Context: an optimization exercise on an open-source flow, tuned for small area, a short achievable clock period and few clock cycles per item. The choices shown serve that exercise and are no tape-out recipe. At most, simulation tests tie the RTL to the original design; equivalence was not proved. The flow treats the clock pin as an ideal source. Dropping or thinning the clock tree relies on that and would not hold on a real chip. Power figures rest on the tool's default switching activity, not on a simulated workload.

==> flow/design.v <==
`default_nettype none
package pool_buffer_pkg;
    typedef logic [32-1:0] pixel_t;
    typedef pixel_t [4-1:0] pixel_vec_t;
    typedef struct packed {
        pixel_vec_t top_left;
        pixel_vec_t top_right;
        pixel_vec_t bot_left;
        pixel_vec_t bot_right;
    } window_t;
    typedef struct packed {
        window_t                 window;
        logic [$clog2(((6 / 2) * (4 / 2)))-1:0] window_idx;
        logic                    last;
    } window_beat_t;
    typedef struct packed {
        logic [1:0]              bank_sel;
        logic [$clog2(((6 / 2) * (4 / 2)))-1:0] addr;
        pixel_vec_t              data;
    } bank_wr_t;
    typedef enum logic {
        ST_FILL,
        ST_DRAIN
    } buf_state_e;
endpackage
`default_nettype wire
`timescale 1ns/1ps
`default_nettype none
module pool_buffer_top (
    input  wire                           clk,
    input  wire                           rst_n,
    input  wire                           in_valid,
    input  wire pool_buffer_pkg::pixel_vec_t in_data,
    output logic                          in_ready,
    output logic                          out_valid,
    input  wire                           out_ready,
    output pool_buffer_pkg::window_beat_t out_beat
);
    localparam int DEPTH = 6 + 1;
    localparam logic [$clog2(((6 / 2) * (4 / 2)))-1:0] WIN_LAST = $clog2(((6 / 2) * (4 / 2)))'(((6 / 2) * (4 / 2)) - 1);
    logic [$clog2(((6 / 2) * (4 / 2)))-1:0]     win;
    logic                        r0;
    logic                        c0;
    logic                        br_q;
    logic                        last_q;
    logic                        win_row_end;
    logic                        accept;
    logic [$clog2(((6 / 2) * (4 / 2)))-1:0]     win_next;
    logic                        r0_next;
    logic                        c0_next;
    pool_buffer_pkg::pixel_vec_t hist [DEPTH];
    assign in_ready  = !br_q || out_ready;
    assign accept    = in_valid && in_ready;
    assign out_valid = in_valid && br_q;
    always_comb begin
        out_beat.window.top_left  = hist[0];
        out_beat.window.top_right = hist[1];
        out_beat.window.bot_left  = hist[DEPTH-1];
        out_beat.window.bot_right = in_data;
        out_beat.window_idx       = win;
        out_beat.last             = last_q;
    end
    always_ff @(posedge clk) begin
        if (accept) begin
            for (int k = 0; k < DEPTH - 1; k++) begin
                hist[k] <= hist[k+1];
            end
            hist[DEPTH-1] <= in_data;
        end
    end
    assign win_row_end = (32'(win) % (6 / 2)) == (6 / 2) - 1;
    always_comb begin
        win_next = win;
        r0_next  = r0;
        c0_next  = !c0;
        if (c0) begin
            if (!win_row_end) begin
                win_next = win + 1'b1;
            end else if (!r0) begin
                r0_next  = 1'b1;
                win_next = win - $clog2(((6 / 2) * (4 / 2)))'((6 / 2) - 1);
            end else begin
                r0_next  = 1'b0;
                win_next = (win == WIN_LAST) ? '0 : win + 1'b1;
            end
        end
    end
    always_ff @(posedge clk or negedge rst_n) begin
        if (!rst_n) begin
            win    <= '0;
            r0     <= 1'b0;
            c0     <= 1'b0;
            br_q   <= 1'b0;
            last_q <= 1'b0;
        end else if (accept) begin
            win    <= win_next;
            r0     <= r0_next;
            c0     <= c0_next;
            br_q   <= r0_next && c0_next;
            last_q <= (win_next == WIN_LAST);
        end
    end
endmodule
`default_nettype wire
Settings: LEC_CHECK=0, CAP_MARGIN=20, CORE_MARGIN=2, CORE_UTILIZATION=45, PLACE_DENSITY=0.6, SLEW_MARGIN=20; clock period 4.0 ns.
standard.sh (not shown) runs the stock make flow with config.mk's settings and CLKGATE_MAP_FILE= SYNTH_SCRIPT=/design/flow/synth_recipe.tcl, a recipe that flattens the netlist after the stock synthesis.
==> flow/flow/run.sh <==
#!/bin/bash
set -euo pipefail
bash standard.sh "BUFFER_PORTS_ARGS=-buffer_cell sky130_fd_sc_hd__buf_2" finish > flow_make.log 2>&1
The starting point finished with timing, DRC and antenna clean.
==> next run, changes <==
--- a/flow/design.v
+++ b/flow/design.v
@@ -44,5 +44,4 @@
     logic                        br_q;
     logic                        last_q;
-    logic                        win_row_end;
     logic                        accept;
     logic [$clog2(((6 / 2) * (4 / 2)))-1:0]     win_next;
@@ -69,5 +68,4 @@
         end
     end
-    assign win_row_end = (32'(win) % (6 / 2)) == (6 / 2) - 1;
     always_comb begin
         win_next = win;
@@ -75,12 +73,14 @@
         c0_next  = !c0;
         if (c0) begin
-            if (!win_row_end) begin
-                win_next = win + 1'b1;
-            end else if (!r0) begin
-                r0_next  = 1'b1;
-                win_next = win - $clog2(((6 / 2) * (4 / 2)))'((6 / 2) - 1);
-            end else begin
-                r0_next  = 1'b0;
-                win_next = (win == WIN_LAST) ? '0 : win + 1'b1;
+            case (win)
+                3'd0:    win_next = 3'd1;
+                3'd1:    win_next = 3'd2;
+                3'd2:    win_next = r0 ? 3'd3 : 3'd0;
+                3'd3:    win_next = 3'd4;
+                3'd4:    win_next = 3'd5;
+                default: win_next = r0 ? 3'd0 : 3'd3;
+            endcase
+            if (win == 3'd2 || win == 3'd5) begin
+                r0_next = !r0;
             end
         end
After rerunning: The new run finished clean; final cell count decreases by 2.2%; area after synthesis goes down by 0.72%; design area decreases by 1.1%; clock skew climbs by 0.0032 ns; routed wire length decreases by 1.3%; utilization climbs by 0.22 points.
Testbench counts after the change, summed over its fixed seeds: cycles 1,536, frames 64.
For the first run of this note, only the layout was checked, not whether the RTL still works.

* * *

Another version of the RTL of pool_buffer_top (not shown whole).
Size in the first run: about 1,100 cells after synthesis, about 650 I/O pins, about 28,000 µm² of cells after synthesis.
==> module pool_buffer_top, before the edit <==
module pool_buffer_top (
    input  wire                           clk,
    input  wire                           rst_n,
    input  wire                           in_valid,
    input  wire pool_buffer_pkg::pixel_vec_t in_data,
    output logic                          in_ready,
    output logic                          out_valid,
    input  wire                           out_ready,
    output pool_buffer_pkg::window_beat_t out_beat
);
    localparam int DEPTH = 6 + 1;
    localparam logic [$clog2(((6 / 2) * (4 / 2)))-1:0] WIN_LAST = $clog2(((6 / 2) * (4 / 2)))'(((6 / 2) * (4 / 2)) - 1);
    logic [$clog2(((6 / 2) * (4 / 2)))-1:0]     win;
    logic                        r0;
    logic                        c0;
    logic                        br_q;
    logic                        last_q;
    logic                        accept;
    logic [$clog2(((6 / 2) * (4 / 2)))-1:0]     win_next;
    logic                        r0_next;
    logic                        c0_next;
    pool_buffer_pkg::pixel_vec_t hist [DEPTH];
    assign in_ready  = out_ready;
    assign accept    = in_valid && in_ready;
    assign out_valid = in_valid && br_q;
    always_comb begin
        out_beat.window.top_left  = hist[0];
        out_beat.window.top_right = hist[1];
        out_beat.window.bot_left  = hist[DEPTH-1];
        out_beat.window.bot_right = in_data;
        out_beat.window_idx       = win;
        out_beat.last             = last_q;
    end
    always_ff @(posedge clk) begin
        if (accept) begin
            for (int k = 0; k < DEPTH - 1; k++) begin
                hist[k] <= hist[k+1];
            end
            hist[DEPTH-1] <= in_data;
        end
    end
    always_comb begin
        win_next = win;
        r0_next  = r0;
        c0_next  = !c0;
        if (c0) begin
            case (win)
                3'd0:    win_next = 3'd1;
                3'd1:    win_next = 3'd2;
                3'd2:    win_next = r0 ? 3'd3 : 3'd0;
                3'd3:    win_next = 3'd4;
                3'd4:    win_next = 3'd5;
                default: win_next = r0 ? 3'd0 : 3'd3;
            endcase
            if (win == 3'd2 || win == 3'd5) begin
                r0_next = !r0;
            end
        end
    end
    always_ff @(posedge clk or negedge rst_n) begin
        if (!rst_n) begin
            win    <= '0;
            r0     <= 1'b0;
            c0     <= 1'b0;
            br_q   <= 1'b0;
            last_q <= 1'b0;
        end else if (accept) begin
            win    <= win_next;
            r0     <= r0_next;
            c0     <= c0_next;
            br_q   <= r0_next && c0_next;
            last_q <= (win_next == WIN_LAST);
        end
    end
endmodule
clock: 4.0 ns
lec_check: 0
cap_margin: 20
core_margin: 2
core_utilization: 70
place_density: 0.8
setup_slack_margin: 2.0
slew_margin: 20
==> flow/flow/run.sh <==
#!/bin/bash
set -euo pipefail
here=$(pwd)
bash standard.sh "BUFFER_PORTS_ARGS=-buffer_cell sky130_fd_sc_hd__buf_1" \
  "PRE_CTS_TCL=$here/flow/pre_cts.tcl" finish > flow_make.log 2>&1
Other scripts of this flow, unchanged in this note and not shown: flow/flow/my_cts.tcl, flow/flow/pre_cts.tcl
Testbench counts at the start, summed over its fixed seeds: cycles 1,536, frames 64.
Next try:
--- a/flow/design.v
+++ b/flow/design.v
@@ -46,11 +46,11 @@
     logic                        accept;
     logic [$clog2(((6 / 2) * (4 / 2)))-1:0]     win_next;
     logic                        r0_next;
     logic                        c0_next;
     pool_buffer_pkg::pixel_vec_t hist [DEPTH];
-    assign in_ready  = out_ready;
+    assign in_ready  = !br_q || out_ready;
     assign accept    = in_valid && in_ready;
     assign out_valid = in_valid && br_q;
     always_comb begin
         out_beat.window.top_left  = hist[0];
         out_beat.window.top_right = hist[1];
=> The changed run completed without violations; critical path depth is unchanged; wire length came out higher by a few percent; combinational power came out higher by well over a third; register-to-register slack gets worse by 0.34 ns; synthesized area is about the same; utilization stays flat; cell count barely changes; synthesized cell count hardly moves; total power came out higher by about a fifth; sequential cell count does not change; die area barely changes.
Testbench counts after the change, summed over its fixed seeds: cycles 1,536, frames 64.
No run of this note takes its clock network from TritonCTS; it comes from the design's own scripts or RTL.

## afterwards: timing with drivers on the ports
In the flow no input, the clock included, has a driving cell. The finished layouts below were timed again as built, in two steps.
Step 1 assumes that a clkbuf_16 drives the clock port and a buf_2 every other input.
Step 2 moves the port delays by t, midway between the first and last clock arrival at a register: inputs arrive t later, outputs are due t later. That takes back most of the time a late clock gives input paths.
a / b / c = no drivers / after step 1 / after step 2; a / b = the first two.
| run | t (ns) | setup WS [ns] | hold slack, ns | clock arrival spread, ns | pins driven straight from the clock port |
|---|---|---|---|---|---|
| the first run of note 1 | 0.667 | 1.082 / 1.082 / 1.082 | 0.366 / 0.327 / 0.404 | 0.024 / 0.024 | 1 |
| the second run of note 1 | 0.663 | 1.846 / 1.787 / 1.387 | 0.370 / 0.332 / 0.402 | 0.022 / 0.023 | 1 |
| the first run of note 2 | 0.471 | 2.015 / 1.940 / 1.975 | 0.323 / 0.233 / 0.398 | 0.039 / 0.038 | 4 |
| the second run of note 2 | 0.470 | 2.014 / 1.934 / 1.881 | 0.328 / 0.240 / 0.400 | 0.040 / 0.041 | 4 |
After both steps setup and hold are still met in every run listed. For the second run of note 1, which loses most, drivers alone change the setup slack by -0.059 ns; drivers and shift together by -0.459 ns.
